This design comes from an exercise in tuning for small area and a short achievable clock period on the open sky130 flow, not from production work.
In this exercise RTL edits were held to simulation tests only and were not proved equivalent to the original.
Power is estimated from default activity; no workload was simulated.

## main
Design xgmii_rx_stats_top, start of the top module:
module xgmii_rx_stats_top (
    input  logic          sys_clk,
    input  logic          sys_rst,
    input  logic [255:0]  xgmii_rxd,
    input  logic [31:0]   xgmii_rxc,
    input  logic          clear,
    output logic          sec_tick,
    output logic [63:0]   rx_pps,
    output logic [63:0]   rx_throughput,
    output logic [63:0]   rx_errors
);
Size: about 3200 cells after synthesis, roughly 430 flip-flops, ~27000 sq um of cells after synthesis.
export LEC_CHECK = 0
export CAP_MARGIN = 20
export CORE_MARGIN = 2
export CORE_UTILIZATION = 40
export CTS_CLUSTER_DIAMETER = 100
export CTS_CLUSTER_SIZE = 24
export SLEW_MARGIN = 20
create_clock -name core_clock -period 20.0 [get_ports {sys_clk}]
standard.sh (not shown) runs the stock make flow with config.mk's settings and CLKGATE_MAP_FILE= SYNTH_SCRIPT=/design/flow/synth_recipe.tcl, a recipe that flattens the netlist after the stock synthesis.
==> flow/flow/run.sh <==
#!/bin/bash
# The standard layout (standard.sh) with these changes:
#  - synthesis: the standard script (synth_recipe.tcl) with ABC run on
#    flow/map.abc instead of ORFS's speed script, and adders left to ABC
#    (no full-adder cell mapping); registers are mapped exactly as before;
#  - port buffers are plain buf_1 cells;
#  - timing repair aims SETUP_SLACK_MARGIN ns beyond the constraint.
set -euo pipefail
here=$(pwd)
export MY_ABC_SCRIPT=$here/flow/map.abc
export ADDER_MAP_FILE=
export BUFFER_PORTS_ARGS="-buffer_cell sky130_fd_sc_hd__buf_1"
export SETUP_SLACK_MARGIN=${SETUP_SLACK_MARGIN:-12}
sed "s#SYNTH_SCRIPT=[^ ]*#SYNTH_SCRIPT=$here/flow/synth.tcl#" standard.sh > standard_own.sh
grep -q "SYNTH_SCRIPT=$here/flow/synth.tcl" standard_own.sh
bash standard_own.sh > flow_make.log 2>&1
==> flow/flow/map.abc <==
strash
&get -n
&syn2
&dch -f
&nf
&put
buffer -c
upsize -c
dnsize -c
==> flow/flow/synth.tcl <==
proc synth {args} { yosys synth -nofsm -noshare {*}$args }
proc abc {args} {
  set i [lsearch -exact $args -script]
  if { $i >= 0 && [info exists ::env(MY_ABC_SCRIPT)] && $::env(MY_ABC_SCRIPT) ne "" } {
    lset args [expr { $i + 1 }] $::env(MY_ABC_SCRIPT)
  }
  yosys abc {*}$args
}
source $::env(SCRIPTS_DIR)/synth.tcl
# left out here: clear keep_hierarchy, flatten, clean up, hide names made inside functions, write 1_2_yosys.v
The final layout from main, which completed every stage, passed the timing, design-rule and antenna checks at the end of the flow.
Setup changes, main to the feature branch
--- a/flow/config.mk
+++ b/flow/config.mk
@@ -9,5 +9,6 @@
 export CORE_MARGIN = 2
 export CORE_UTILIZATION = 40
-export CTS_CLUSTER_DIAMETER = 100
-export CTS_CLUSTER_SIZE = 24
+export CTS_BUF_LIST = sky130_fd_sc_hd__clkbuf_8
+export CTS_CLUSTER_DIAMETER = 80
+export CTS_CLUSTER_SIZE = 16
 export SLEW_MARGIN = 20
Results
- Summary of the feature branch over main: slew at the pin closest to its max-slew limit grew by 3.1 ps; via count shrank by 102.
- The cell with the biggest individual delay on the critical path comes out sky130_fd_sc_hd__a2111oi_4 in one run and sky130_fd_sc_hd__or4b_1 in the other, namely in the feature branch and main respectively.
- Looking at main and the feature branch, the detailed-route wire length on metal 1 is a wash.

== job 8242 ==
xgmii_rx_stats_top, a different RTL version from the one above (not shown whole).
Size in the first run: ~3300 cells after synthesis, ~430 flip-flops, about 480 I/O pins, roughly 27000 sq um of cells after synthesis.
==> flow/config.mk <==
export PLATFORM = sky130hd
export DESIGN_NAME = xgmii_rx_stats_top
export DESIGN_NICKNAME = xgmii_rx_stats_top
export VERILOG_FILES = /design/flow/design.v
export SDC_FILE = /design/flow/constraint.sdc
export NUM_CORES = 4
export LEC_CHECK = 0
export CAP_MARGIN = 20
export CORE_MARGIN = 2
export CORE_UTILIZATION = 40
export CTS_CLUSTER_DIAMETER = 100
export CTS_CLUSTER_SIZE = 24
export SLEW_MARGIN = 20
==> flow/constraint.sdc <==
create_clock -name core_clock -period 20.0 [get_ports {sys_clk}]
set_input_delay 4.0000 -clock core_clock [delete_from_list [all_inputs] [get_ports {sys_clk}]]
set_output_delay 4.0000 -clock core_clock [all_outputs]
set_load 0.01 [all_outputs]
==> flow/flow/run.sh <==
#!/bin/bash
# The standard layout (standard.sh) with these changes:
#  - synthesis: the standard script (synth_recipe.tcl) with ABC run on
#    flow/map.abc instead of ORFS's speed script, and adders left to ABC
#    (no full-adder cell mapping); registers are mapped exactly as before;
#  - port buffers are plain buf_1 cells;
#  - timing repair aims SETUP_SLACK_MARGIN ns beyond the constraint.
set -euo pipefail
here=$(pwd)
export MY_ABC_SCRIPT=$here/flow/map.abc
export ADDER_MAP_FILE=
export BUFFER_PORTS_ARGS="-buffer_cell sky130_fd_sc_hd__buf_1"
export REMOVE_ABC_BUFFERS=1
export SETUP_SLACK_MARGIN=${SETUP_SLACK_MARGIN:-12}
sed "s#SYNTH_SCRIPT=[^ ]*#SYNTH_SCRIPT=$here/flow/synth.tcl#" standard.sh > standard_own.sh
grep -q "SYNTH_SCRIPT=$here/flow/synth.tcl" standard_own.sh
bash standard_own.sh > flow_make.log 2>&1
Scripts as last shown in full above: flow/flow/map.abc, flow/flow/synth.tcl
Job 8242: flow completed, timing, DRC and antenna clean
Inputs modified between job 8242 and job 3731:
--- a/flow/flow/run.sh
+++ b/flow/flow/run.sh
@@ -13,2 +13 @@
-export REMOVE_ABC_BUFFERS=1
-export SETUP_SLACK_MARGIN=${SETUP_SLACK_MARGIN:-12}
+export SETUP_SLACK_MARGIN=${SETUP_SLACK_MARGIN:-11.75}
Results
[job 3731] growth of design area from synthesis to finish fell 1.4 points relative to job 8242
On register-to-register slack, job 8242 beats job 3731.
For the share of total power in the clock network, job 3731 came in 2.1 points higher than job 8242 did.
Reported for job 3731 and job 8242, sum of negative setup slack turned out identical to the last digit.
Job 3731: multi-input logic portion of the cell area lower than job 8242
Job 3731 vs job 8242, utilization after layout went down by 0.56 points.
Sequential cell area share is higher on job 3731
#### Input delta (job 7920 over job 3731)
--- a/flow/flow/run.sh
+++ b/flow/flow/run.sh
@@ -13 +13 @@
-export SETUP_SLACK_MARGIN=${SETUP_SLACK_MARGIN:-11.75}
+export SETUP_SLACK_MARGIN=${SETUP_SLACK_MARGIN:-12}
==> flow/flow/map.abc <==
strash
&get -n
&syn2
&dch -f
&nf
&put
### Flow results
Job 7920 reached the final stage; the timing, design-rule and antenna checks on its layout passed. Relative to job 3731, combinational cell fraction of total power increased by 2.0 points in job 7920. Die width for job 7920 is lower than for job 3731. Job 7920 against job 3731: number of signal-net buffers in the layout up 27, total routed wire length on the met1 layer fell about 6.4%. For number of fill cells in the layout, dividing the value from job 3731 by the value from job 7920 gives 1.06. Looking at netlist area before placement, job 7920 sits 940 sq um lower than job 3731 does. Job 7920 vs. job 3731: final worst-path setup slack went up; wire length went down; die area went down. Relative to job 3731, number of antenna diodes has decreased by 1 in job 7920.
Inputs modified between job 7920 and job 2977:
--- a/flow/flow/map.abc
+++ b/flow/flow/map.abc
@@ -6,0 +7,3 @@
+buffer -c
+upsize -c
+dnsize -c
--- a/flow/config.mk
+++ b/flow/config.mk
@@ -11,2 +11,2 @@
-export CTS_CLUSTER_DIAMETER = 100
-export CTS_CLUSTER_SIZE = 24
+export CTS_CLUSTER_DIAMETER = 120
+export CTS_CLUSTER_SIZE = 30
Findings:
Relative to job 7920, number of buffers inserted to repair setup after CTS has decreased by 20 in job 2977. Comparing job 7920 and job 2977, total power is lower on job 2977. On relative contribution of the clock network to total power, the higher figure sits with job 7920, not job 2977. Final cell count of job 2977 is on par with job 7920. The static leakage of job 2977 is higher than that of job 7920. STATUS routed via count: job 2977 wins against job 7920. Diff job 7920 -> job 2977 | cell area | down slightly. Compared with job 7920, in job 2977 total standard cell area after synthesis picked up an extra 3.6%; die area up about 3.5%. The first-pass GRT wire length reported for job 2977 is greater than that of job 7920 by about 1.9%.
Input changes introduced in job 5846 (baseline for comparison: job 2977):
--- a/flow/flow/map.abc
+++ b/flow/flow/map.abc
@@ -1,0 +2,10 @@
+balance
+rewrite
+refactor
+balance
+rewrite
+rewrite -z
+balance
+refactor -z
+rewrite -z
+balance
@@ -3 +12,0 @@
-&syn2
--- a/flow/config.mk
+++ b/flow/config.mk
@@ -11,2 +11,2 @@
-export CTS_CLUSTER_DIAMETER = 120
-export CTS_CLUSTER_SIZE = 30
+export CTS_CLUSTER_DIAMETER = 100
+export CTS_CLUSTER_SIZE = 24
Findings:
Going from job 2977 to job 5846, the clock-pin slew on the worst setup and hold paths was found to have gone down by 0.02 ns.
Job 5846 ended up with a lower instance count of the mapped netlist than job 2977 did.
Compared with job 2977, job 5846 ends up with more cell area.
The number of instances on the worst hold path of job 2977 and that of job 5846 are within noise of each other.
Of job 5846 and job 2977, the higher DRC marker count from the first detailed-route iteration belongs to job 5846.

[afterwards: timing with drivers on the ports]
The results above use ideal ports. As a check the final layouts listed here were re-extracted and re-timed, cells and wires unchanged.
Step 1: set_driving_cell puts a clkbuf_16 on sys_clk and a buf_2 on each other input, an assumption about the parent block.
Step 2 adds t to the input delays and takes it off the output delays; t is the mean of the earliest and latest rising clock arrival at the registers after step 1. Input paths then give back, and output paths get back, about the clock's delay inside the block.
Three values: ideal, step 1, step 2; two values: the first two.
| run | t, ns | slack for setup (ns) | worst setup path after step 2 | cell pins on the clock port's net |
|---|---|---|---|---|
| main | 0.623 | 12.178 / 12.190 / 11.567 | input to register | 1 |
| the feature branch | 0.664 | 12.160 / 12.194 / 11.530 | input to register | 1 |
| job 8242 | 0.619 | 12.079 / 12.115 / 11.495 | input to register | 1 |
| job 3731 | 0.637 | 11.864 / 11.899 / 11.263 | input to register | 1 |
| job 7920 | 0.621 | 12.087 / 12.114 / 11.493 | input to register | 1 |
| job 2977 | 0.612 | 12.130 / 12.144 / 11.532 | input to register | 1 |
| job 5846 | 0.625 | 11.692 / 11.694 / 11.068 | input to register | 1 |
After both steps setup and hold are still met in every run listed. The setup slack of the feature branch, which loses most, moves by +0.034 ns with the drivers and by -0.630 ns with both steps.
